This is an optimization exercise on Yosys and OpenROAD, whose aim is a short achievable clock period and low power, not a production implementation. The RTL was checked by simulation tests, not by an equivalence proof against the original design. Power figures rest on the tool's default switching activity, not on a simulated workload.

==> flow/design.v (outline; a module is shown in full before it is edited, if it fits) <==
// module control_unit: 114 lines
// module register_file: 27 lines
// module alu: 60 lines
// module hi_lo_unit: 74 lines
// module mult_tree: 2303 lines
// module mips_exec_top: 132 lines
module mips_exec_top (
	input  logic                            clk,
	input  logic                            rst,
	input  logic                            instr_valid,
	input  logic [31:0]                     instruction,
	output logic                            wb_valid,
	output logic [mips_pkg::REG_ADDR_W-1:0] wb_reg,
	output logic [mips_pkg::DATA_W-1:0]     wb_data,
	output logic                            illegal
);
  // ...
==> flow/flow/run.sh <==
#!/bin/bash
# The standard layout (standard.sh, unchanged synthesis) with three changes:
#  - after floorplanning every register gets the 4x drive of its cell type,
#    which spends less energy per clock edge;
#  - the clock tree has a clkbuf_16 root and trunk and clkbuf_8 leaf buffers
#    driving clusters of up to 16 registers;
#  - timing repair aims at a setup margin of 6 ns.
set -euo pipefail
export RESULTS=$PWD/orfs/results/sky130hd/mips_exec_top/base
CTS="-sink_clustering_enable -repair_clock_nets -root_buf sky130_fd_sc_hd__clkbuf_16 -tree_buf sky130_fd_sc_hd__clkbuf_16 -sink_clustering_buffer sky130_fd_sc_hd__clkbuf_8 -buf_list sky130_fd_sc_hd__clkbuf_8 -sink_clustering_size 16 -sink_clustering_max_diameter 50"
bash standard.sh synth > synth.log 2>&1
bash standard.sh floorplan > floorplan.log 2>&1
openroad -no_init -exit flow/swap_flops.tcl > swap_flops.log 2>&1
bash standard.sh "CTS_ARGS=$CTS" SETUP_SLACK_MARGIN=6 finish > finish.log 2>&1
==> flow/flow/swap_flops.tcl <==
# Give every register the 4x drive of its cell type: same function, and
# dfxtp_4 spends less energy per clock edge than dfxtp_1.
read_liberty $::env(FLOW_HOME)/platforms/sky130hd/lib/sky130_fd_sc_hd__tt_025C_1v80.lib
set odb $::env(RESULTS)/2_floorplan.odb
read_db $odb
set n 0
foreach inst [get_cells *] {
  set ref [get_property $inst ref_name]
  if {$ref == "sky130_fd_sc_hd__dfxtp_1" || $ref == "sky130_fd_sc_hd__dfxtp_2"} {
    replace_cell $inst sky130_fd_sc_hd__dfxtp_4
    incr n
  }
}
puts "replaced $n registers"
write_db $odb
==> flow/standard.sh <==
#!/bin/bash
# synth_recipe.tcl (not shown) runs the flow's synth.tcl, then flattens the netlist and writes it again
# the make line also repeats each setting of config.mk as NAME=value (left out here)
make -C /OpenROAD-flow-scripts/flow DESIGN_CONFIG=/design/flow/config.mk WORK_HOME=/design/flow/orfs CLKGATE_MAP_FILE= SYNTH_SCRIPT=/design/flow/synth_recipe.tcl "${@:-finish}"
==> flow/config.mk <==
export PLATFORM = sky130hd
export DESIGN_NAME = mips_exec_top
export DESIGN_NICKNAME = mips_exec_top
export VERILOG_FILES = /design/flow/design.v
export SDC_FILE = /design/flow/constraint.sdc
export NUM_CORES = 4
export LEC_CHECK = 0
export CAP_MARGIN = 20
export CORE_MARGIN = 2
export CORE_UTILIZATION = 40
export SETUP_SLACK_MARGIN = 5
export SLEW_MARGIN = 20
==> flow/constraint.sdc <==
create_clock -name core_clock -period 12.0 [get_ports {clk}]
set_input_delay 2.4000 -clock core_clock [delete_from_list [all_inputs] [get_ports {clk}]]
set_output_delay 2.4000 -clock core_clock [all_outputs]
set_load 0.01 [all_outputs]
==> impl_metrics.py, run 1 <==
metrics = {
    "pwr": {
        "p_clk_share_pct": 45.5,
        "p_total_uw": 7960,
        "switching_power_uw": 2450,
    },
    "placed_design": {
        "placed_area_um2": 93400,
        "place_ws_ps": 3940,
    },
    "critical_path": {
        "critPathMaxStageDelay_ps": 490,
        "cp-endpoint": "wb_data[31]",
    },
    "worst_hold_path": {
        "min_to": "u_regs.regs[29][7]$_SDFFE_PP0P_",
        "hold_path.class": "flop to flop",
    },
    "yosys": {
        "yosysMostFrequentCell": "nor2_1",
        "synth_adder_area_share_pct": 13.9,
        "synthCells": 10200,
        "synth_top_family_by_area": "compound AO/OA/AOI/OAI gates",
        "synthTopCellsByArea": "dfxtp_1, fa_1, a211oi_1, a22oi_1, nor2_1",
        "ys_types": 96,
    },
    "status": {
        "status": "timing/DRC/antenna clean",
    },
    "cts": {
        "numCtsBuffers": 142,
        "cts-hold-fix-buffers": 0,
        "cts.path.max_buffers": 3,
        "cts_tree": "built",
    },
    "floorplan": {
        "io_pins": 74,
    },
    "drt": {
        "drt_iter0_markers": 18200,
        "vias_per_cell": 7.18,
    },
    "layout": {
        "multiInputGateArea_um2": 59400,
        "fillers": 20000,
        "layout.nonclk_buf_share_pct": 8.03,
        "layout_commonest_cell": "nor2_1",
        "seq_cell_count": 1178,
    },
    "global_routing": {
        "grt_max_degree": 219,
        "antenna_found_initial": 42,
    },
    "sta": {
        "setup_viol": 0,
    },
}
==> run 2: changes to the inputs <==
==> flow/flow/run.sh (replaced) <==
#!/bin/bash
# The standard layout (standard.sh, unchanged synthesis) with three changes:
#  - after floorplanning every register gets the 4x drive of its cell type,
#    which spends less energy per clock edge;
#  - the clock tree has a clkbuf_16 root and trunk and clkbuf_8 leaf buffers
#    driving clusters of up to 12 registers;
#  - timing repair aims at a setup margin of 6 ns.
set -euo pipefail
export RESULTS=$PWD/orfs/results/sky130hd/mips_exec_top/base
CTS="-sink_clustering_enable -repair_clock_nets -root_buf sky130_fd_sc_hd__clkbuf_16 -tree_buf sky130_fd_sc_hd__clkbuf_16 -sink_clustering_buffer sky130_fd_sc_hd__clkbuf_8 -buf_list sky130_fd_sc_hd__clkbuf_8 -sink_clustering_size 12 -sink_clustering_max_diameter 40"
bash standard.sh synth > synth.log 2>&1
bash standard.sh floorplan > floorplan.log 2>&1
openroad -no_init -exit flow/swap_flops.tcl > swap_flops.log 2>&1
bash standard.sh "CTS_ARGS=$CTS" SETUP_SLACK_MARGIN=6 finish > finish.log 2>&1
==> run 2 against run 1 <==
Largest power group is now the clock network. Non-clock buffer count is 9 lower. Via count is 0.21% higher. Register-to-register slack worse by 30 ps. Combinational power hardly changed. Power is 9.7% higher. Global-route usage is 0.088 points higher. Sequential share of layout area is 0.30 points lower. Sequential cell count stayed put. Clock power is 22% higher. Die area stayed put. Still clean. Critical path type unchanged. Synthesized area stayed put. Clock skew is 5.1 ps lower.
==> impl_metrics.py, run 2 <==
metrics = {
    "global_routing": {
        "use_met3_pct": 19.2,
        "grt-busiest-layer": "met2",
        "antenna_found_initial": 43,
        "grt.overflow.total": 0,
        "grt_pass1_vias": 87300,
        "grt_use_met2_pct": 60.7,
        "grt_max_degree": 219,
        "track_usage_pct": 43.5,
        "grt_first_pass_wirelength_um": 680000,
        "gr-usage-met1_pct": 51.3,
    },
    "yosys": {
        "yosys.area.top_type": "dfxtp_1",
        "mappedNetlistArea_um2": 86000,
        "synth_edf_count": 0,
        "syn-num-nets": 10900,
        "ys_types": 96,
        "synth_top_cell_area_share_pct": 27.4,
        "yosysMostFrequentCell": "nor2_1",
        "yosysWarnings": 8,
        "synthTopCellsByArea": "dfxtp_1, fa_1, a211oi_1, a22oi_1, nor2_1",
        "synth_common_cells": "nor2_1, dfxtp_1, a211oi_1",
        "synth.avg_cell_area_um2": 8.43,
        "ys_ff_latch": 1178,
        "synthCells": 10200,
        "async_reset_ff_share_pct": 0,
        "yosysSeqAreaShare_pct": 27.4,
        "synth_ff_type": "dfxtp_1",
    },
    "sta": {
        "min_period_ps": 7200,
        "setup_viol": 0,
        "report.final.slew_viol_count": 0,
        "rsz0062_at_grt": "true",
        "max_slew_margin_pct": 14.9,
        "timing.fmax_ghz": 0.139,
        "whs_ps": 525,
        "period_share_pct": 60.0,
        "fin_tns_setup_ps": 0,
        "tightestPinTransition_ps": 1270,
        "finClkSkew_ps": 86.7,
        "hold_viol_final": 0,
    },
    "cts": {
        "cts.path.max_buffers": 3,
        "clk_latency_ps": 860,
        "clock_sinks": 1178,
        "ctsHtreeMaxLevel": 4,
        "clkTransAtPathRegs_ps": 70,
        "numCtsBuffers": 197,
        "cts_tree": "built",
        "cts-root-buf": "clkbuf_16",
    },
    "placed_design": {
        "gp_congestion": 1.03,
        "dp.cells": 12300,
        "dp_hpwl_um": 291000,
        "port_buffers": 73,
    },
    "critical_path": {
        "critPathMaxStageDelay_ps": 490,
        "crit_path_frequent_cell": "o21ai_2",
        "cp_cell_sequence": "inv_2, ha_4, nand4_1, nor4_2, o21ai_2, a211oi_2, buf_4, o21a_1, o211ai_1, nand2_1, a21oi_1, fa_1, o2111ai_1, a221oi_2, o21ai_2, a211oi_4, buf_12, clkinvlp_4, buf_6",
        "critical_path_required_ps": 9600,
        "crit_path_end_kind": "output port",
        "timing_worst_setup_path_type": "flop to output port",
        "crit_arrival_ps": 4800,
        "timing.critical_path.from_type": "flop",
        "crit_fanout": 3,
        "critPathSlowestCell": "fa_1",
    },
    "layout": {
        "drive_gt1_share_pct": 27.5,
        "layout_commonest_cell": "nor2_1",
        "mostFrequentLayoutCells": "nor2_1, dfxtp_4, a211oi_1",
        "regMostFlops": "u_regs.regs",
        "final_util_pct": 49.6,
        "layout.cells.non_filler": 13000,
        "largest_reg_flops": 992,
        "area_growth_pct": 23.6,
        "nNetsFinal": 10700,
    },
    "floorplan": {
        "core.rowCount": 170,
        "coreArea_um2": 214000,
        "die_w_um": 468,
        "io_pins": 74,
        "die_area_um2": 219000,
        "die_h_um": 468,
        "initial_core_util_pct": 40.1,
    },
    "drt": {
        "vias": 93200,
        "drt_wl_total_um": 501000,
        "wire_per_inst_um": 38.4,
        "vias_per_cell": 7.15,
        "ant_nets": 0,
        "drt_iter0_markers": 18100,
        "drt_first_pass_iters": 11,
        "drc": 0,
    },
    "pwr": {
        "peakVddDrop_mv": 0.145,
        "p_leak_uw": 0.0374,
        "power.density_nw_per_um2": 82.1,
    },
    "run": {
        "drv_cap": 0,
    },
    "worst_hold_path": {
        "hold_path.class": "flop to flop",
    },
    "status": {
        "status": "timing/DRC/antenna clean",
    },
}
run 2: cell counts after synthesis:
No cell type changed its count.
run 2: cell families after synthesis:
group           Yosys count  synth area share [%]
compound gates         3321                  29.0
mux                     214                  2.73
simple gates           2554                  13.3
fa+ha+maj               672                  13.9
xor+xnor                603                  6.14
flops                  1178                  27.4
buf+inv                1656                  7.45
other cells               1               0.00436
run 2: path summary, 6_finish.rpt:
kind | start | to | slack, ps | depth (start not counted)
max | op_a[9]$_SDFF_PP0_ | wb_data[31] | 4800 | 19
min | u_regs.regs[11][8]$_SDFFE_PP0P_ | u_regs.regs[11][8]$_SDFFE_PP0P_ | 530 | 2
max reg2reg | op_b[1]$_DFF_P_ | u_hi_lo.lo[31]$_SDFFE_PP0P_ | 5900 | 21
min reg2reg | u_regs.regs[11][8]$_SDFFE_PP0P_ | u_regs.regs[11][8]$_SDFFE_PP0P_ | 530 | 2
run 2: timing repair:
item | in CTS | in global routing
buffers inserted | 223 | 112
setup endpoints to repair | 101 | 72
hold endpoints to repair | 0 | 0
hold buffers | 0 | 0
gates resized for setup | 676 | 325
gates cloned | 41 | 20
pin swaps | 105 | 106
run 2: per-stage QoR:
| step | instance area, um2 | total power, uW | worst slack (ps) |
|---|---|---|---|
| after detailed placement | 93400 | 4280 | 3940 |
| final | 106000 | 8730 | 4800 |
| after CTS | 104000 | 8640 | 4880 |
| after global routing | 106000 | 8890 | 4730 |
| after floorplan | 86000 | 4280 | 5230 |
| after global placement | 93300 | 4280 | 4010 |
run 2: final cells by class:
class / count / area [um2]
timing repair buffer: 740 / 8400
clock inverter: 163 / 1760
antenna: 19 / 47.5
multi-input combinational: 7366 / 59500
sequential: 1178 / 28000
clock buffer: 198 / 2920
tap: 2838 / 3550
inverter: 537 / 2160
fill: 19900 / 108000
run 2: per-layer routing:
| metal | vias to the layer above | wire (um) |
|---|---|---|
| met2 | 8765 | 197000 |
| met3 | 2996 | 77500 |
| met4 | 49 | 54200 |
| met1 | 44400 | 171000 |
| met5 | - | 586 |
| li1 | 37000 | - |
run 2: worst max-delay path, delay by kind of cell (launching register included):
kind,cells,cell delay [ps]
fa+ha+maj,2,760
buf+inv,5,640
compound gates,9,1540
flops,1,400
simple gates,3,620
run 2: report_power, final:
| group | total (uW) | switching (uW) | internal (uW) |
|---|---|---|---|
| Clock | 4400 | 2120 | 2270 |
| Sequential | 3700 | 41.6 | 3660 |
| Combinational | 630 | 476 | 154 |
| Total | 8730 | 2640 | 6090 |
==> module hi_lo_unit, before the edit <==
module hi_lo_unit (
	input  logic        clk,
	input  logic        rst,
	input  logic        mult,
	input  logic        mult_signed,
	input  logic        mthi,
	input  logic        mtlo,
	input  logic [31:0] a,
	input  logic [31:0] b,
	output logic [31:0] hi,
	output logic [31:0] lo
);
	localparam int NPP = 17;  
	localparam int PPW = 35;  
	logic [34:0]        ax;   
	logic [34:0]        bx;   
	logic [NPP-1:0]     one, two, neg;
	logic [NPP:0]       bl;   
	logic [NPP*PPW-1:0] ppf;
	logic [63:0]        row_s, row_c;
	logic [32:0]        lo_sum;
	logic [31:0]        hi_s, hi_c;
	logic               hi_ci;
	logic [31:0] ma;
	assign ma = a & {32{mult}};
	assign ax = {{3{mult_signed & ma[31]}}, ma};
	assign bx = {{3{mult_signed & b[31]}}, b};
	assign bl[0] = 1'b0;
	for (genvar j = 0; j < NPP; j++) begin : g_booth
		assign bl[j+1] = bx[2*j+1];
		assign one[j]  = mult & (bl[j] ^ bx[2*j]);
		assign two[j]  = mult & ((bx[2*j+1] & ~bx[2*j] & ~bl[j]) | (~bx[2*j+1] & bx[2*j] & bl[j]));
		assign neg[j]  = mult & bx[2*j+1] & ~(bx[2*j] & bl[j]);
		for (genvar i = 0; i < PPW; i++) begin : g_pp
			if (i == PPW - 1) begin : g_sign  
				assign ppf[j*PPW+i] = ~(((one[j] & ax[i]) | (two[j] & ax[i-1])) ^ neg[j]);
			end else if (i == 0) begin : g_lsb
				assign ppf[j*PPW+i] = (one[j] & ax[i]) ^ neg[j];
			end else begin : g_mid
				assign ppf[j*PPW+i] = ((one[j] & ax[i]) | (two[j] & ax[i-1])) ^ neg[j];
			end
		end
	end
	mult_tree u_tree (
		.ppf   (ppf),
		.neg   (neg),
		.row_s (row_s),
		.row_c (row_c)
	);
	assign lo_sum = {1'b0, row_s[31:0]} + {1'b0, row_c[31:0]};
	logic [32:0] hi_sum;
	assign hi_sum = {hi_s, 1'b1} + {hi_c, hi_ci};
	assign hi     = hi_sum[32:1];
	always_ff @(posedge clk) begin
		if (rst) begin
			hi_s  <= '0;
			hi_c  <= '0;
			hi_ci <= 1'b0;
			lo    <= '0;
		end else if (mult) begin
			hi_s  <= row_s[63:32];
			hi_c  <= row_c[63:32];
			hi_ci <= lo_sum[32];
			lo    <= lo_sum[31:0];
		end else begin
			if (mthi) begin
				hi_s  <= a;
				hi_c  <= '0;
				hi_ci <= 1'b0;
			end
			if (mtlo) lo <= a;
		end
	end
endmodule
==> run 3: changes to the inputs <==
--- a/flow/design.v
+++ b/flow/design.v
@@ -287,10 +287,9 @@
 	logic [NPP-1:0]     one, two, neg;
 	logic [NPP:0]       bl;   
 	logic [NPP*PPW-1:0] ppf;
-	logic [63:0]        row_s, row_c;
-	logic [32:0]        lo_sum;
-	logic [31:0]        hi_s, hi_c;
-	logic               hi_ci;
+	logic [63:0]        row_s, row_c, product;
+	logic [63:0]        g [7];
+	logic [63:0]        p [7];
 	logic [31:0] ma;
 	assign ma = a & {32{mult}};
 	assign ax = {{3{mult_signed & ma[31]}}, ma};
@@ -317,27 +316,29 @@
 		.row_s (row_s),
 		.row_c (row_c)
 	);
-	assign lo_sum = {1'b0, row_s[31:0]} + {1'b0, row_c[31:0]};
-	logic [32:0] hi_sum;
-	assign hi_sum = {hi_s, 1'b1} + {hi_c, hi_ci};
-	assign hi     = hi_sum[32:1];
+	assign g[0] = row_s & row_c;
+	assign p[0] = row_s ^ row_c;
+	for (genvar l = 0; l < 6; l++) begin : g_ks
+		for (genvar i = 0; i < 64; i++) begin : g_bit
+			if (i >= (1 << l)) begin : g_op
+				assign g[l+1][i] = g[l][i] | (p[l][i] & g[l][i-(1<<l)]);
+				assign p[l+1][i] = p[l][i] & p[l][i-(1<<l)];
+			end else begin : g_pass
+				assign g[l+1][i] = g[l][i];
+				assign p[l+1][i] = p[l][i];
+			end
+		end
+	end
+	assign product = p[0] ^ {g[6][62:0], 1'b0};
 	always_ff @(posedge clk) begin
 		if (rst) begin
-			hi_s  <= '0;
-			hi_c  <= '0;
-			hi_ci <= 1'b0;
-			lo    <= '0;
+			hi <= '0;
+			lo <= '0;
 		end else if (mult) begin
-			hi_s  <= row_s[63:32];
-			hi_c  <= row_c[63:32];
-			hi_ci <= lo_sum[32];
-			lo    <= lo_sum[31:0];
+			hi <= product[63:32];
+			lo <= product[31:0];
 		end else begin
-			if (mthi) begin
-				hi_s  <= a;
-				hi_c  <= '0;
-				hi_ci <= 1'b0;
-			end
+			if (mthi) hi <= a;
 			if (mtlo) lo <= a;
 		end
 	end
==> flow/flow/run.sh (replaced) <==
#!/bin/bash
# The standard layout (standard.sh, unchanged synthesis) with three changes:
#  - after floorplanning every register gets the 4x drive of its cell type,
#    which spends less energy per clock edge;
#  - the clock tree has a clkbuf_16 root and trunk, clkbuf_8 leaf buffers
#    driving clusters of up to 16 registers, and no dummy loads;
#  - timing repair aims at a setup margin of 6 ns.
set -euo pipefail
export RESULTS=$PWD/orfs/results/sky130hd/mips_exec_top/base
CTS="-sink_clustering_enable -repair_clock_nets -root_buf sky130_fd_sc_hd__clkbuf_16 -tree_buf sky130_fd_sc_hd__clkbuf_16 -sink_clustering_buffer sky130_fd_sc_hd__clkbuf_8 -buf_list sky130_fd_sc_hd__clkbuf_8 -sink_clustering_size 16 -sink_clustering_max_diameter 50 -dont_use_dummy_load"
bash standard.sh synth > synth.log 2>&1
bash standard.sh floorplan > floorplan.log 2>&1
openroad -no_init -exit flow/swap_flops.tcl > swap_flops.log 2>&1
bash standard.sh "CTS_ARGS=$CTS" SETUP_SLACK_MARGIN=6 finish > finish.log 2>&1
==> run 3 against run 2 <==
Clock power is 42% lower. Fmax is 5.4% lower. Worst hold slack worse by 12 ps. Die area is 2.3% lower. Critical endpoint is now wb_data[0]. Largest cell class unchanged.
==> impl_metrics.py, run 3 <==
metrics = {
    "status": {
        "status": "timing/DRC/antenna clean",
    },
    "sta": {
        "hold_viol_final": 0,
        "period_share_pct": 63.4,
        "rsz0062_at_grt": "true",
        "report.final.slew_viol_count": 0,
        "min_period_ps": 7610,
        "tightestPinTransition_ps": 1350,
        "setup_viol": 0,
        "finClkSkew_ps": 101,
        "whs_ps": 513,
        "setup_ws_ps": 4390,
        "max_slew_margin_pct": 9.32,
        "fin_tns_setup_ps": 0,
        "timing.fmax_ghz": 0.131,
    },
    "yosys": {
        "yosysMostFrequentCell": "nor2_1",
        "yosys.area.top_type": "dfxtp_1",
        "synth_edf_count": 0,
        "synthTopCellsByArea": "dfxtp_1, fa_1, a22oi_1, a211oi_1, nor2_1",
        "synth_top_cell_area_share_pct": 27.3,
        "synthCells": 9899,
        "syn-num-nets": 10600,
        "synth_ff_type": "dfxtp_1",
        "async_reset_ff_share_pct": 0,
        "ys_types": 92,
        "synth.avg_cell_area_um2": 8.49,
        "synth_common_cells": "nor2_1, dfxtp_1, a22oi_1",
        "mappedNetlistArea_um2": 84000,
        "ys_ff_latch": 1145,
        "yosysSeqAreaShare_pct": 27.3,
        "yosysWarnings": 10,
    },
    "placed_design": {
        "dp_hpwl_um": 298000,
        "place_ws_ps": 2900,
        "gp_congestion": 1.02,
        "port_buffers": 73,
    },
    "critical_path": {
        "cp_cell_sequence": "clkinvlp_4, ha_4, nand4_1, a21o_1, a2111oi_4, a211o_1, a31o_4, a21o_1, a21oi_2, fa_2, a221oi_2, o2111ai_1, a221o_1, a211oi_4, buf_12, clkinvlp_4, buf_6",
        "critPathMaxStageDelay_ps": 500,
        "timing_worst_setup_path_type": "flop to output port",
        "crit_path_end_kind": "output port",
        "crit_fanout": 4,
        "cp_num_buf_inv": 4,
        "critPathSlowestCell": "dfxtp_4",
        "timing.critical_path.from_type": "flop",
        "critical_path_required_ps": 9600,
        "path_delay_family": "compound AO/OA/AOI/OAI gates",
        "crit_arrival_ps": 5210,
    },
    "floorplan": {
        "die_h_um": 462,
        "io_pins": 74,
        "core.rowCount": 168,
        "die_area_um2": 214000,
        "coreArea_um2": 209000,
        "initial_core_util_pct": 40.2,
        "die_w_um": 462,
    },
    "pwr": {
        "peakVddDrop_mv": 0.120,
        "power.density_nw_per_um2": 64.1,
        "p_total_uw": 6770,
        "p_leak_uw": 0.0364,
    },
    "layout": {
        "area_growth_pct": 25.7,
        "largest_reg_flops": 992,
        "final_util_pct": 50.5,
        "nNetsFinal": 10700,
        "drive_gt1_share_pct": 30.1,
        "layout_commonest_cell": "nor2_1",
        "mostFrequentLayoutCells": "nor2_1, dfxtp_4, a22oi_1",
        "regMostFlops": "u_regs.regs",
    },
    "cts": {
        "clkTransAtPathRegs_ps": 90,
        "clk_latency_ps": 830,
        "cts_tree": "built",
        "numCtsBuffers": 130,
        "ctsHtreeMaxLevel": 4,
        "clock_sinks": 1145,
        "cts-hold-fix-buffers": 0,
        "cts.path.max_buffers": 3,
        "cts-root-buf": "clkbuf_16",
    },
    "drt": {
        "wire_per_inst_um": 41.1,
        "vias": 93800,
        "vias_per_cell": 7.33,
        "ant_nets": 0,
        "drt_wl_total_um": 526000,
        "drt_iter0_markers": 19000,
        "drt_first_pass_iters": 15,
        "drc": 0,
    },
    "run": {
        "drv_cap": 0,
    },
    "global_routing": {
        "grt_pass1_vias": 86400,
        "grt_max_degree": 210,
        "track_usage_pct": 47.1,
        "antenna_found_initial": 50,
        "grt_first_pass_wirelength_um": 708000,
        "grt.overflow.total": 0,
    },
    "worst_hold_path": {
        "hold_path.class": "flop to flop",
    },
}
## run 3: final timing paths
| path | from | to | slack [ps] | depth (start not counted) |
|---|---|---|---|---|
| max | op_a[6]$_SDFF_PP0_ | wb_data[0] | 4390 | 17 |
| max reg2reg | e_mult$_DFF_P_ | u_hi_lo.hi[25]$_SDFFE_PP0P_ | 4610 | 25 |
| min reg2reg | u_regs.regs[8][30]$_SDFFE_PP0P_ | u_regs.regs[8][30]$_SDFFE_PP0P_ | 510 | 2 |
| min | u_regs.regs[8][30]$_SDFFE_PP0P_ | u_regs.regs[8][30]$_SDFFE_PP0P_ | 510 | 2 |
## run 3: power breakdown
group / leakage (uW) / switching (uW) / internal (uW)
combinational: 0.0252 / 472 / 145
clock: 0.00102 / 1470 / 1090
sequential: 0.0101 / 34.5 / 3560
total: 0.0364 / 1980 / 4790
## run 3: final cells by class
class / instances / area, um2
diodes: 52 / 130
clock buffers: 130 / 1980
fillers: 19300 / 104000
inverters: 592 / 2460
multi-input cells: 7098 / 59400
flip-flops and latches: 1145 / 27200
well taps: 2805 / 3510
repair buffers: 974 / 10800
repair inverters: 6 / 60.1
## run 3: cell families (layout without fill, tap and decap cells)
logic type / after synthesis / after routing / synth area share (%)
adder cells (fa/ha/maj): 671 / 671 / 14.2
XOR/XNOR: 636 / 636 / 6.63
AO/OA/AOI/OAI: 3281 / 3282 / 29.5
flip-flops: 1145 / 1145 / 27.3
buffers and inverters: 1665 / 1702 / 7.55
AND/OR/NAND/NOR: 2259 / 2267 / 11.7
other: 1 / 53 / 0.00446
multiplexers: 241 / 241 / 3.10
## run 3: timing repair
action	4_1_cts	5_1_grt
buffers inserted	426	162
pin swaps	197	223
endpoints found under the setup margin	98	106
cloned	53	15
resized for setup	995	327
## run 3: worst reg2reg max path, cell delays in order (launching register included)
cell       delay [ps]
dfxtp_4           520
buf_6             200
inv_8             110
bufbuf_16         330
a311oi_1          700
fa_1              530
inv_1              90
fa_1              410
inv_1             100
fa_1              180
inv_2              40
fa_1              510
inv_2              40
fa_1              510
fa_1              590
ha_4              220
a21o_1            170
a311oi_2          250
nor4b_2           260
o211ai_1          160
a311o_2           460
a31oi_4           260
nand3b_1          210
o21ai_1           110
xnor2_1           190
a211oi_1           90
## run 3: layer usage
metal / vias up / track usage (%) / part of all wire [%]
li1: 36300 / - / -
met1: 44600 / 53.6 / 33
met2: 9544 / 65.5 / 39
met3: 3302 / 20.6 / 15
met4: 41 / 44.2 / 12
met5: - / 0.792 / 0.098
## run 3: metrics by stage
| stage | area (um2) | cells |
|---|---|---|
| after floorplan | 84200 | 9899 |
| final | 106000 | 12800 |
| after detailed placement | 91500 | 12000 |
| after global placement | 91500 | 12000 |
| after CTS | 102000 | 12600 |
| after global routing | 105000 | 12800 |
==> module alu, before the edit <==
module alu (
	input  logic [31:0] a,
	input  logic [31:0] b,            
	input  logic        sel_add,
	input  logic        sub,
	input  logic        sel_slt,
	input  logic        sel_sltu,
	input  logic        sel_and,
	input  logic        sel_or,
	input  logic        sel_xor,
	input  logic        sel_nor,
	input  logic        sel_sll,
	input  logic        sel_srl,
	input  logic        sel_sra,
	output logic [31:0] result
);
	logic [31:0] sum, logic_r, sh_in, sh_r, sh_out;
	logic [4:0]  amt;
	logic        lt_s, lt_u, fill;
	logic [31:0] g [6];
	logic [31:0] p [6];
	logic [32:0] carry;
	assign g[0] = a & b;
	assign p[0] = a ^ b;
	for (genvar l = 0; l < 5; l++) begin : g_ks
		for (genvar i = 0; i < 32; i++) begin : g_bit
			if (i >= (1 << l)) begin : g_op
				assign g[l+1][i] = g[l][i] | (p[l][i] & g[l][i-(1<<l)]);
				assign p[l+1][i] = p[l][i] & p[l][i-(1<<l)];
			end else begin : g_pass
				assign g[l+1][i] = g[l][i];
				assign p[l+1][i] = p[l][i];
			end
		end
	end
	assign carry[0] = sub;
	for (genvar i = 1; i <= 32; i++) begin : g_carry
		assign carry[i] = g[5][i-1] | (p[5][i-1] & sub);
	end
	assign sum   = p[0] ^ carry[31:0];
	assign lt_u  = ~carry[32];
	assign lt_s  = (a[31] ^ ~b[31]) ? a[31] : sum[31];
	assign logic_r = ({32{sel_and}}   & (a & b))
	               | ({32{sel_or}}    & (a | b))
	               | ({32{sel_xor}}   & (a ^ b))
	               | ({32{sel_nor}}   & ~(a | b));
	assign amt  = a[4:0] & {5{sel_sll | sel_srl | sel_sra}};  
	assign fill = sel_sra & b[31];
	always_comb begin
		for (int i = 0; i < 32; i++) sh_in[i] = sel_sll ? b[31-i] : b[i];
	end
	assign sh_r = 32'($signed({fill, sh_in}) >>> amt);
	always_comb begin
		for (int i = 0; i < 32; i++) sh_out[i] = sel_sll ? sh_r[31-i] : sh_r[i];
	end
	logic [31:0] rest;
	assign rest   = logic_r | ({32{sel_sll | sel_srl | sel_sra}} & sh_out);
	assign result = ({32{sel_add}} & sum)
	              | {rest[31:1], rest[0] | (sel_slt & lt_s) | (sel_sltu & lt_u)};
endmodule
==> run 4: changes to the inputs <==
--- a/flow/design.v
+++ b/flow/design.v
@@ -224,7 +224,7 @@
 );
 	logic [31:0] sum, logic_r, sh_in, sh_r, sh_out;
 	logic [4:0]  amt;
-	logic        lt_s, lt_u, fill;
+	logic        fill;
 	logic [31:0] g [6];
 	logic [31:0] p [6];
 	logic [32:0] carry;
@@ -246,8 +246,6 @@
 		assign carry[i] = g[5][i-1] | (p[5][i-1] & sub);
 	end
 	assign sum   = p[0] ^ carry[31:0];
-	assign lt_u  = ~carry[32];
-	assign lt_s  = (a[31] ^ ~b[31]) ? a[31] : sum[31];
 	assign logic_r = ({32{sel_and}}   & (a & b))
 	               | ({32{sel_or}}    & (a | b))
 	               | ({32{sel_xor}}   & (a ^ b))
@@ -262,9 +260,11 @@
 		for (int i = 0; i < 32; i++) sh_out[i] = sel_sll ? sh_r[31-i] : sh_r[i];
 	end
 	logic [31:0] rest;
+	logic        early0;
 	assign rest   = logic_r | ({32{sel_sll | sel_srl | sel_sra}} & sh_out);
-	assign result = ({32{sel_add}} & sum)
-	              | {rest[31:1], rest[0] | (sel_slt & lt_s) | (sel_sltu & lt_u)};
+	assign early0 = rest[0] | (sel_add & sum[0]) | (sel_slt & ~p[0][31] & a[31]);
+	assign result = {({31{sel_add}} & sum[31:1]) | rest[31:1],
+	                 early0 | (sel_slt & p[0][31] & ~carry[31]) | (sel_sltu & ~carry[32])};
 endmodule
 `default_nettype wire
 `default_nettype none
==> flow/flow/run.sh (replaced) <==
#!/bin/bash
# The standard layout (standard.sh, unchanged synthesis) with three changes:
#  - after floorplanning every register gets the 4x drive of its cell type,
#    which spends less energy per clock edge;
#  - the clock tree has a clkbuf_16 root and trunk, clkbuf_8 leaf buffers
#    driving clusters of up to 16 registers, and no dummy loads;
#  - timing repair aims at a setup margin of 7 ns.
set -euo pipefail
export RESULTS=$PWD/orfs/results/sky130hd/mips_exec_top/base
CTS="-sink_clustering_enable -repair_clock_nets -root_buf sky130_fd_sc_hd__clkbuf_16 -tree_buf sky130_fd_sc_hd__clkbuf_16 -sink_clustering_buffer sky130_fd_sc_hd__clkbuf_8 -buf_list sky130_fd_sc_hd__clkbuf_8 -sink_clustering_size 16 -sink_clustering_max_diameter 50 -dont_use_dummy_load"
bash standard.sh synth > synth.log 2>&1
bash standard.sh floorplan > floorplan.log 2>&1
openroad -no_init -exit flow/swap_flops.tcl > swap_flops.log 2>&1
bash standard.sh "CTS_ARGS=$CTS" SETUP_SLACK_MARGIN=7 finish > finish.log 2>&1
==> run 4 against run 3 <==
Synthesized area decreased by 0.97%. Global-route usage decreased by 1.9 points. Clock power increased by 2%. Worst hold slack improved by 1.4 ps. Clock-buffer cell count increased by 4. Wire length fell by 4.8%. Via count fell by 1.8%. Clock skew decreased by 13 ps. Register-to-register slack worse by 70 ps. Synthesized cell count shrank 2.2%. Die area down 0.96%. Largest cell class unchanged.
==> impl_metrics.py, run 4 <==
metrics = {
    "global_routing": {
        "antenna_found_initial": 46,
        "use_met3_pct": 23.2,
        "grt-busiest-layer": "met2",
        "grt_pass1_vias": 85500,
        "grt_use_met2_pct": 61.7,
        "grt.overflow.total": 0,
        "grt_max_degree": 198,
        "grt_first_pass_wirelength_um": 679000,
        "gr-usage-met1_pct": 50.2,
        "track_usage_pct": 45.2,
    },
    "floorplan": {
        "io_pins": 74,
        "die_area_um2": 212000,
        "die_h_um": 460,
        "core.rowCount": 167,
        "coreArea_um2": 207000,
        "die_w_um": 460,
        "initial_core_util_pct": 40.2,
    },
    "placed_design": {
        "dp.cells": 11700,
        "gp_congestion": 1.02,
        "dp_hpwl_um": 280000,
        "port_buffers": 73,
        "place_ws_ps": 3030,
    },
    "layout": {
        "drive_gt1_share_pct": 31.5,
        "largest_reg_flops": 992,
        "area_growth_pct": 26.4,
        "mostFrequentLayoutCells": "dfxtp_4, nor2_1, a211oi_1",
        "final_util_pct": 50.8,
        "layout.cells.non_filler": 12500,
        "regMostFlops": "u_regs.regs",
        "nNetsFinal": 10500,
        "layout_commonest_cell": "dfxtp_4",
    },
    "yosys": {
        "mappedNetlistArea_um2": 83200,
        "synthCells": 9677,
        "synth_edf_count": 0,
        "yosysSeqAreaShare_pct": 27.6,
        "yosysMostFrequentCell": "nor2_1",
        "synthTopCellsByArea": "dfxtp_1, fa_1, a211oi_1, a22oi_1, nor2_1",
        "syn-num-nets": 10400,
        "yosysWarnings": 10,
        "ys_types": 99,
        "yosys.area.top_type": "dfxtp_1",
        "async_reset_ff_share_pct": 0,
        "synth.avg_cell_area_um2": 8.60,
        "synth_common_cells": "nor2_1, dfxtp_1, a211oi_1",
        "synth_top_cell_area_share_pct": 27.6,
        "ys_ff_latch": 1145,
        "synth_ff_type": "dfxtp_1",
    },
    "critical_path": {
        "crit_path_frequent_cell": "fa_1",
        "critical_path_required_ps": 12650,
        "crit_path_end_kind": "flop",
        "cp_num_buf_inv": 7,
        "crit_cells": 28,
        "timing.critical_path.from_type": "flop",
        "timing_worst_setup_path_type": "flop to flop",
        "path_delay_family": "adder cells",
        "crit_arrival_ps": 8110,
        "critPathSlowestCell": "dfxtp_4",
        "worstRegToRegCells": 28,
        "critPathMaxStageDelay_ps": 640,
        "crit_fanout": 11,
    },
    "cts": {
        "ctsHtreeMaxLevel": 4,
        "clk_latency_ps": 840,
        "numCtsBuffers": 134,
        "clock_sinks": 1145,
        "cts_tree": "built",
        "cts.path.max_buffers": 3,
        "clkTransAtPathRegs_ps": 110,
        "cts-root-buf": "clkbuf_16",
    },
    "drt": {
        "drt_wl_total_um": 501000,
        "vias": 92100,
        "drt_first_pass_iters": 11,
        "drc": 0,
        "drt_iter0_markers": 18600,
        "wire_per_inst_um": 40.1,
        "ant_nets": 0,
        "vias_per_cell": 7.37,
    },
    "sta": {
        "setup_viol": 0,
        "timing.fmax_ghz": 0.134,
        "min_period_ps": 7460,
        "tightestPinTransition_ps": 1380,
        "fin_tns_setup_ps": 0,
        "report.final.slew_viol_count": 0,
        "hold_viol_final": 0,
        "period_share_pct": 62.2,
        "max_slew_margin_pct": 7.51,
        "finClkSkew_ps": 88.0,
        "setup_ws_ps": 4540,
        "rsz0062_at_grt": "true",
    },
    "pwr": {
        "p_leak_uw": 0.0364,
        "power.density_nw_per_um2": 64.9,
        "peakVddDrop_mv": 0.159,
    },
    "status": {
        "status": "timing/DRC/antenna clean",
    },
    "worst_hold_path": {
        "hold_path_depth": 2,
        "hold_path.class": "flop to flop",
    },
    "run": {
        "drv_cap": 0,
    },
}
-- run 4: changes by cell type in the layout (fill, tap and decap cells not counted), moves of 34 or more --
cell and delta:
nor2_1 -36, nand2_1 -126, a221oi_1 +126, a311oi_1 -34
a22o_1 +123, a22oi_1 -247, a211oi_1 +44
-- run 4: timing repair --
action	4_1_cts	5_1_grt
pin swaps	201	206
endpoints found under the setup margin	513	211
hold buffers	0	0
resized for setup	909	488
cloned	59	13
setup buffers	355	198
-- run 4: worst paths after layout --
kind	start	end	slack (ps)
hold reg to reg	u_regs.regs[23][28]$_SDFFE_PP0P_	u_regs.regs[23][28]$_SDFFE_PP0P_	510
hold / removal	u_regs.regs[23][28]$_SDFFE_PP0P_	u_regs.regs[23][28]$_SDFFE_PP0P_	510
setup reg to reg	op_a[31]$_SDFF_PP0_	u_hi_lo.hi[29]$_SDFFE_PP0P_	4540
setup / recovery	op_a[31]$_SDFF_PP0_	u_hi_lo.hi[29]$_SDFFE_PP0P_	4540
-- run 4: report_power, final --
part | internal [uW] | switching, uW
Combinational | 155 | 472
Sequential | 3560 | 32.2
Clock | 1120 | 1490
-- run 4: cell type report --
class,instances,area [um2]
antenna,40,100
fill,18800,102000
tap,2704,3380
timing repair inverter,2,17.5
timing repair buffer,985,10900
sequential,1145,27200
multi-input combinational,6898,59000
clock buffer,134,2040
inverter,587,2390
-- run 4: worst register-to-register path: cells and delay by family, from the launching register on --
kind,cells,cell delay (ps)
simple gates,3,380
flops,1,640
compound gates,9,1850
fa+ha+maj,7,3170
xor+xnor,2,330
buf+inv,7,900
-- run 4: metrics by stage --
stage | cell area [um2] | total power, uW | hold slack, ps
after detailed placement | 90900 | 4160 | 494
after global routing | 105000 | 6940 | 532
after CTS | 101000 | 6720 | 507
final | 105000 | 6830 | 515
after global placement | 90800 | 4160 | 490
after floorplan | 83400 | 4160 | 467
-- run 4: kinds of logic (layout without fill, tap and decap cells) --
kind of cell / after synthesis / in the layout / synth area share (%)
AO/OA/AOI/OAI: 3270 / 3273 / 30.1
adder cells (fa/ha/maj): 670 / 670 / 14.3
AND/OR/NAND/NOR: 2094 / 2098 / 10.9
multiplexers: 205 / 205 / 2.68
other: 1 / 41 / 0.00451
buffers and inverters: 1641 / 1708 / 7.58
flip-flops: 1145 / 1145 / 27.6
XOR/XNOR: 651 / 651 / 6.85
-- run 4: metal layers --
| layer | vias to the layer above | wire (um) |
|---|---|---|
| met1 | 43900 | 163000 |
| met2 | 9104 | 193000 |
| met5 | - | 1260 |
| met4 | 57 | 61200 |
| met3 | 3443 | 82200 |
| li1 | 35700 | - |
==> run 5: changes to the inputs <==
--- a/flow/config.mk
+++ b/flow/config.mk
@@ -7,6 +7,6 @@
 export LEC_CHECK = 0
 export CAP_MARGIN = 20
 export CORE_MARGIN = 2
-export CORE_UTILIZATION = 40
+export CORE_UTILIZATION = 45
 export SETUP_SLACK_MARGIN = 5
 export SLEW_MARGIN = 20
==> run 5 against run 4 <==
Final area up 1.4%. Sequential share of layout area fell by 0.37 points. Register-to-register slack worse by 98 ps. Combinational power grew 5.4%. Global-route usage is 8.0 points higher. Synthesized cell count stayed put. Largest power group unchanged.
==> impl_metrics.py, run 5 <==
metrics = {
    "status": {
        "status": "timing/DRC/antenna clean",
    },
    "yosys": {
        "mappedNetlistArea_um2": 83200,
        "yosysWarnings": 10,
        "synth_compound_area_share_pct": 30.1,
        "ys_ff_latch": 1145,
        "yosys.area.top_type": "dfxtp_1",
        "synth_common_cells": "nor2_1, dfxtp_1, a211oi_1",
        "synth_ff_type": "dfxtp_1",
        "ys_types": 99,
        "yosysMostFrequentCell": "nor2_1",
        "yosysSeqAreaShare_pct": 27.6,
        "async_reset_ff_share_pct": 0,
        "synth.avg_cell_area_um2": 8.60,
        "synthCells": 9677,
        "synth_top_cell_area_share_pct": 27.6,
        "synth_adder_area_share_pct": 14.3,
        "muxShareOfSynthArea_pct": 2.68,
        "syn-num-nets": 10400,
        "synth_edf_count": 0,
        "synth-xor-area-share_pct": 6.85,
        "synth_top_family_by_area": "compound AO/OA/AOI/OAI gates",
        "synthTopCellsByArea": "dfxtp_1, fa_1, a211oi_1, a22oi_1, nor2_1",
        "synth-simple-area-share_pct": 10.9,
    },
    "layout": {
        "mostFrequentLayoutCells": "dfxtp_4, nor2_1, a211oi_1",
        "final_util_pct": 58.1,
        "layout_commonest_cell": "dfxtp_4",
        "fin_area_um2": 107000,
        "drive_gt1_share_pct": 33.0,
        "nNetsFinal": 10600,
        "area_growth_pct": 28.2,
        "regMostFlops": "u_regs.regs",
        "largest_reg_flops": 992,
    },
    "global_routing": {
        "grt_pass1_vias": 86500,
        "grt.overflow.total": 0,
        "antenna_found_initial": 49,
        "grt_max_degree": 192,
        "grt_first_pass_wirelength_um": 704000,
        "track_usage_pct": 53.2,
    },
    "floorplan": {
        "die_area_um2": 188000,
        "die_h_um": 434,
        "io_pins": 74,
        "coreArea_um2": 183000,
        "core.rowCount": 157,
        "die_w_um": 434,
        "initial_core_util_pct": 45.3,
    },
    "critical_path": {
        "cp_num_buf_inv": 6,
        "critPathSlowestCell": "fa_2",
        "timing.critical_path.from_type": "flop",
        "crit_path_frequent_cell": "fa_1",
        "crit_fanout": 5,
        "critical_path_required_ps": 12680,
        "crit_path_end_kind": "flop",
        "timing_worst_setup_path_type": "flop to flop",
        "path_delay_family": "adder cells",
        "crit_arrival_ps": 8240,
        "critPathMaxStageDelay_ps": 630,
    },
    "drt": {
        "vias": 92800,
        "drt_first_pass_iters": 21,
        "vias_per_cell": 7.50,
        "drc": 0,
        "wire_per_inst_um": 41.6,
        "drt_wl_total_um": 515000,
        "ant_nets": 0,
        "drt_iter0_markers": 18000,
    },
    "cts": {
        "cts.path.max_buffers": 3,
        "clk_latency_ps": 830,
        "cts-root-buf": "clkbuf_16",
        "ctsHtreeMaxLevel": 4,
        "clkTransAtPathRegs_ps": 110,
        "clock_sinks": 1145,
        "cts_tree": "built",
        "numCtsBuffers": 133,
    },
    "sta": {
        "rsz0062_at_grt": "true",
        "setup_viol": 0,
        "setup_ws_ps": 4440,
        "tightestPinTransition_ps": 1270,
        "max_slew_margin_pct": 15.4,
        "report.final.slew_viol_count": 0,
        "min_period_ps": 7560,
        "period_share_pct": 63.0,
        "timing.fmax_ghz": 0.132,
        "finClkSkew_ps": 94.5,
        "hold_viol_final": 0,
        "fin_tns_setup_ps": 0,
    },
    "pwr": {
        "peakVddDrop_mv": 0.122,
        "seq_power_share_pct": 52.5,
        "p_int_uw": 4840,
        "power.density_nw_per_um2": 64.3,
        "switching_share_pct": 29.3,
        "combPwrFrac_pct": 9.6,
        "switching_power_uw": 2010,
        "p_clk_share_pct": 37.8,
        "p_leak_uw": 0.0370,
    },
    "placed_design": {
        "placed_area_um2": 90500,
        "port_buffers": 73,
        "place_ws_ps": 2480,
        "gp_congestion": 1.06,
        "dp_hpwl_um": 289000,
    },
    "run": {
        "drv_cap": 0,
    },
    "worst_hold_path": {
        "hold_path.class": "flop to flop",
    },
}
[run 5: cell counts after synthesis]
Identical to the previous run, type by type.
[run 5: path summary, 6_finish.rpt]
check,start,to,slack [ps],depth (start not counted)
hold reg to reg,u_regs.regs[10][28]$_SDFFE_PP0P_,u_regs.regs[10][28]$_SDFFE_PP0P_,510,2
setup reg to reg,op_a[25]$_SDFF_PP0_,u_hi_lo.hi[31]$_SDFFE_PP0P_,4440,26
hold / removal,u_regs.regs[10][28]$_SDFFE_PP0P_,u_regs.regs[10][28]$_SDFFE_PP0P_,510,2
setup / recovery,op_a[25]$_SDFF_PP0_,u_hi_lo.hi[31]$_SDFFE_PP0P_,4440,26
[run 5: worst register-to-register path, delay by kind of cell (launching register included)]
family / cells / cell delay (ps)
mux: 1 / 340
fa+ha+maj: 7 / 3240
simple gates: 4 / 810
flops: 1 / 550
compound gates: 8 / 1650
buf+inv: 6 / 860
[run 5: cell families (layout without fill, tap and decap cells)]
| family | count (synthesis) | in the layout |
|---|---|---|
| AO/OA/AOI/OAI | 3270 | 3274 |
| AND/OR/NAND/NOR | 2094 | 2096 |
| buffers and inverters | 1641 | 1820 |
| flip-flops | 1145 | 1145 |
| adder cells (fa/ha/maj) | 670 | 670 |
| XOR/XNOR | 651 | 651 |
| multiplexers | 205 | 205 |
| other | 1 | 51 |
[run 5: stage by stage]
step	power (uW)	instances	hold WS, ps
final	6850	12400	508
after global routing	6960	12300	529
after CTS	6740	12100	509
after detailed placement	4170	11400	495
after global placement	4170	11400	487
after floorplan	4160	9677	467
[run 5: layout make-up]
class	instances	area, um2
inverters	587	2400
well taps	2464	3080
fillers	16100	76900
flip-flops and latches	1145	27200
repair buffers	1097	12200
repair inverters	3	40.0
multi-input cells	6897	59500
diodes	50	125
clock buffers	133	2020
[run 5: power by group through the flow]
stage / Clock, uW / Sequential, uW / Combinational (uW)
CTS: 2570 / 3590 / 572
finish: 2590 / 3600 / 661
detailed placement: 0 / 3690 / 483
global route: 2720 / 3600 / 643
floorplan: 0 / 3910 / 253
global placement: 0 / 3690 / 482
[run 5: repair_timing]
action / 4_1_cts / 5_1_grt
resized for setup: 1216 / 384
hold endpoints to repair: 0 / 0
gates cloned: 69 / 6
setup buffers: 456 / 210
pin swaps: 332 / 184
setup endpoints to repair: 384 / 142
hold buffers: 0 / 0
[run 5: routing by layer]
metal	vias to the layer above	track usage, %	share of wire, %
li1	35900	-	-
met1	44100	58.9	32
met4	38	49.0	13
met5	-	6.27	0.19
met2	9145	73.5	39
met3	3554	26.0	16
==> run 6: changes to the inputs <==
--- a/flow/design.v
+++ b/flow/design.v
@@ -290,9 +290,7 @@
 	logic [63:0]        row_s, row_c, product;
 	logic [63:0]        g [7];
 	logic [63:0]        p [7];
-	logic [31:0] ma;
-	assign ma = a & {32{mult}};
-	assign ax = {{3{mult_signed & ma[31]}}, ma};
+	assign ax = {{3{mult_signed & a[31]}}, a};
 	assign bx = {{3{mult_signed & b[31]}}, b};
 	assign bl[0] = 1'b0;
 	for (genvar j = 0; j < NPP; j++) begin : g_booth
--- a/flow/config.mk
+++ b/flow/config.mk
@@ -5,8 +5,8 @@
 export SDC_FILE = /design/flow/constraint.sdc
 export NUM_CORES = 4
 export LEC_CHECK = 0
-export CAP_MARGIN = 20
+export CAP_MARGIN = 40
 export CORE_MARGIN = 2
-export CORE_UTILIZATION = 45
+export CORE_UTILIZATION = 40
 export SETUP_SLACK_MARGIN = 5
-export SLEW_MARGIN = 20
+export SLEW_MARGIN = 40
==> run 6 against run 5 <==
Worst hold slack improved by 5.1 ps. Die area grew 15%. Critical path depth down 1. Sequential cell count stayed put. Fmax up 8.9%. Setup slack improved by 610 ps. Synthesized area grew 2.7%.
==> impl_metrics.py, run 6 <==
metrics = {
    "drt": {
        "wire_per_inst_um": 40.5,
        "ant_nets": 0,
        "drc": 0,
        "drt_iter0_markers": 18000,
        "vias_per_cell": 7.25,
        "drt_wl_total_um": 532000,
        "vias": 95300,
        "drt_first_pass_iters": 14,
    },
    "worst_hold_path": {
        "hold_path_depth": 2,
        "hold_path.class": "flop to flop",
        "hold_path_startpoint": "u_regs.regs[21][25]$_SDFFE_PP0P_",
        "min_to": "u_regs.regs[21][25]$_SDFFE_PP0P_",
    },
    "sta": {
        "tightestPinTransition_ps": 1010,
        "finClkSkew_ps": 81.9,
        "report.final.slew_viol_count": 0,
        "rsz0062_at_grt": "true",
        "timing.fmax_ghz": 0.144,
        "hold_viol_final": 0,
        "fin_tns_setup_ps": 0,
        "max_slew_margin_pct": 32.7,
        "setup_viol": 0,
        "min_period_ps": 6940,
        "period_share_pct": 57.9,
    },
    "cts": {
        "cts-hold-fix-buffers": 0,
        "cts-root-buf": "clkbuf_16",
        "ctsHtreeMaxLevel": 4,
        "cts_tree": "built",
        "clkTransAtPathRegs_ps": 70,
        "numCtsBuffers": 133,
        "clk_latency_ps": 830,
        "clock_sinks": 1145,
        "cts.path.max_buffers": 3,
    },
    "critical_path": {
        "crit_fanout": 6,
        "timing.critical_path.from_type": "flop",
        "crit_arrival_ps": 7590,
        "critical_path_required_ps": 12650,
        "critPathSlowestCell": "fa_2",
        "cp_num_buf_inv": 7,
        "r2r_start": "op_b[19]$_DFF_P_",
        "r2r_setup_slack_ps": 5060,
        "path_delay_family": "adder cells",
        "r2r-end": "u_hi_lo.hi[29]$_SDFFE_PP0P_",
        "timing_worst_setup_path_type": "flop to flop",
        "worstRegToRegCells": 25,
        "crit_path_end_kind": "flop",
        "critPathMaxStageDelay_ps": 590,
        "crit_path_frequent_cell": "fa_2",
    },
    "pwr": {
        "switching_share_pct": 28.7,
        "peakVddDrop_mv": 0.100,
        "p_leak_uw": 0.0387,
        "combPwrFrac_pct": 8.6,
        "seq_power_share_pct": 52.9,
        "p_int_uw": 4840,
        "power.density_nw_per_um2": 61.5,
        "p_clk_share_pct": 38.5,
        "switching_power_uw": 1950,
    },
    "yosys": {
        "synth.avg_cell_area_um2": 8.45,
        "yosysWarnings": 10,
        "synth_top_cell_area_share_pct": 26.8,
        "synthCells": 10100,
        "async_reset_ff_share_pct": 0,
        "ys_types": 97,
        "yosysMostFrequentCell": "nor2_1",
        "synthTopCellsByArea": "dfxtp_1, fa_1, a22oi_1, a211oi_1, nor2_1",
        "mappedNetlistArea_um2": 85500,
        "ys_ff_latch": 1145,
        "yosys.area.top_type": "dfxtp_1",
        "synth_ff_type": "dfxtp_1",
        "synth_common_cells": "nor2_1, dfxtp_1, a22oi_1",
        "synth_edf_count": 0,
        "syn-num-nets": 10800,
        "yosysSeqAreaShare_pct": 26.8,
    },
    "layout": {
        "regMostFlops": "u_regs.regs",
        "layout.cells.non_filler": 13100,
        "layout_commonest_cell": "dfxtp_4",
        "mostFrequentLayoutCells": "dfxtp_4, nor2_1, a211oi_1, a22oi_1, buf_4",
        "drive_gt1_share_pct": 33.2,
        "area_growth_pct": 29.2,
        "fin_area_um2": 110000,
        "nNetsFinal": 11000,
        "largest_reg_flops": 992,
        "final_util_pct": 52.0,
    },
    "global_routing": {
        "grt_pass1_vias": 90600,
        "grt.overflow.total": 0,
        "grt_max_degree": 116,
        "grt_first_pass_wirelength_um": 726000,
        "antenna_found_initial": 48,
        "track_usage_pct": 47.0,
    },
    "status": {
        "status": "timing/DRC/antenna clean",
    },
    "placed_design": {
        "port_buffers": 73,
        "dp.cells": 12200,
        "placed_area_um2": 92800,
        "gp_congestion": 1.03,
        "dp_hpwl_um": 298000,
    },
    "run": {
        "drv_cap": 0,
    },
    "floorplan": {
        "coreArea_um2": 212000,
        "die_w_um": 466,
        "initial_core_util_pct": 40.3,
        "core.rowCount": 169,
        "io_pins": 74,
        "die_area_um2": 217000,
        "die_h_um": 466,
    },
}
run 6: cell count changes in the layout (fill, tap and decap cells not counted), sizes merged, moves of 62 or more:
cell / change
nand2: +195
a21oi: -75
and2: +62
a22oi: +274
buf: +71
a22o: -143
and3: +65
a221oi: -158
run 6: logic make-up after synthesis:
| kind of cell | count (synthesis) | share of synthesized area (%) |
|---|---|---|
| flops | 1145 | 26.8 |
| other cells | 1 | 0.00439 |
| buf+inv | 1721 | 7.93 |
| fa+ha+maj | 670 | 14.0 |
| xor+xnor | 608 | 6.23 |
| mux | 236 | 3.03 |
| simple gates | 2439 | 12.7 |
| compound gates | 3295 | 29.4 |
run 6: stage by stage:
| step | total power, uW | worst slack, ps | hold slack [ps] |
|---|---|---|---|
| 2_1_floorplan | 4120 | 4980 | 466 |
| 3_3_place_gp | 4090 | 3160 | 488 |
| 3_5_place_dp | 4100 | 3370 | 497 |
| 4_1_cts | 6700 | 5210 | 512 |
| 5_1_grt | 6900 | 4930 | 527 |
| 6_report | 6800 | 5060 | 513 |
run 6: final cells by class:
type,instances,area (um2)
fill,19300,102000
multi-input combinational,7254,61600
sequential,1145,27200
timing repair buffer,1157,13500
tap,2821,3530
inverter,595,2460
clock buffer,133,2020
antenna,38,95.1
run 6: how the worst max path moves through the flow:
stage                          start                          end  slack (ps)  cells past startpoint
floorplan            op_b[0]$_DFF_P_  u_hi_lo.hi[29]$_SDFFE_PP0P_        4980                     26
global placement      e_mult$_DFF_P_  u_hi_lo.hi[29]$_SDFFE_PP0P_        3160                     23
detailed placement    e_mult$_DFF_P_  u_hi_lo.hi[29]$_SDFFE_PP0P_        3370                     24
CTS                  op_b[6]$_DFF_P_  u_hi_lo.hi[27]$_SDFFE_PP0P_        5210                     25
global route        op_b[15]$_DFF_P_  u_hi_lo.hi[27]$_SDFFE_PP0P_        4930                     27
finish              op_b[19]$_DFF_P_  u_hi_lo.hi[29]$_SDFFE_PP0P_        5060                     25
run 6: layer usage:
layer  up-vias  track usage (%)  routed length [um]
met1     45500             52.9              176000
met4        54             44.5               64800
li1      37200                -                   -
met2      9096             65.5              211000
met5         -             1.76                1020
met3      3445             21.0               79100
run 6: power by group through the flow:
stage	Clock [uW]	Combinational, uW	Sequential [uW]
4_1_cts	2590	519	3590
3_3_place_gp	0	407	3690
5_1_grt	2730	576	3590
2_1_floorplan	0	211	3910
6_report	2610	586	3600
3_5_place_dp	0	413	3690
run 6: worst register-to-register path, cell delays in order, from the launching register on:
cell and delay [ps]:
dfxtp_4 410, buf_6 160, o21ai_4 370, and2_4 300, buf_6 120, a22oi_2 50
xor2_1 190, fa_1 530, inv_1 50, fa_1 500, inv_2 50, fa_2 530
inv_2 50, fa_2 330, inv_2 60, fa_2 460, fa_2 590, ha_4 230
buf_4 150, a221o_1 370, a2111oi_4 330, o21ai_1 130, a21oi_2 240, o31ai_4 120
a211o_1 280, a211o_1 250
run 6: repair_timing:
item	CTS	global route
resized for setup	1479	344
gates cloned	72	3
pin swaps	344	187
buffers inserted	592	149
setup endpoints to repair	305	111

-- separate check: timing with driven ports --
No port has a modelled driver above. Below, the same layouts with a new extraction and two added sets of constraints.
Step 1, drivers: a clkbuf_16 drives clk and a buf_2 each remaining input, both assumed.
Step 2 moves the port delays by t, midway between the first and last clock arrival at a register: inputs arrive t later, outputs are due t later. That takes back most of the time a late clock gives input paths.
a / b / c = ideal ports / drivers / drivers and shift; a / b = the first two.
run | t, ns | setup slack, ns | hold WS [ns] | worst setup path at the end
run 1 | 0.902 | 4.795 / 4.697 / 4.934 | 0.527 / 0.527 / 0.527 | input to register
run 2 | 0.915 | 4.800 / 4.703 / 4.873 | 0.525 / 0.525 / 0.525 | input to register
run 3 | 0.869 | 4.389 / 4.296 / 4.607 | 0.513 / 0.513 / 0.513 | register to register
run 4 | 0.877 | 4.540 / 4.540 / 4.540 | 0.515 / 0.515 / 0.515 | register to register
run 5 | 0.879 | 4.442 / 4.442 / 4.442 | 0.508 / 0.508 / 0.508 | register to register
run 6 | 0.858 | 5.057 / 5.057 / 5.057 | 0.513 / 0.513 / 0.513 | register to register
After both steps setup and hold are still met in every run listed.
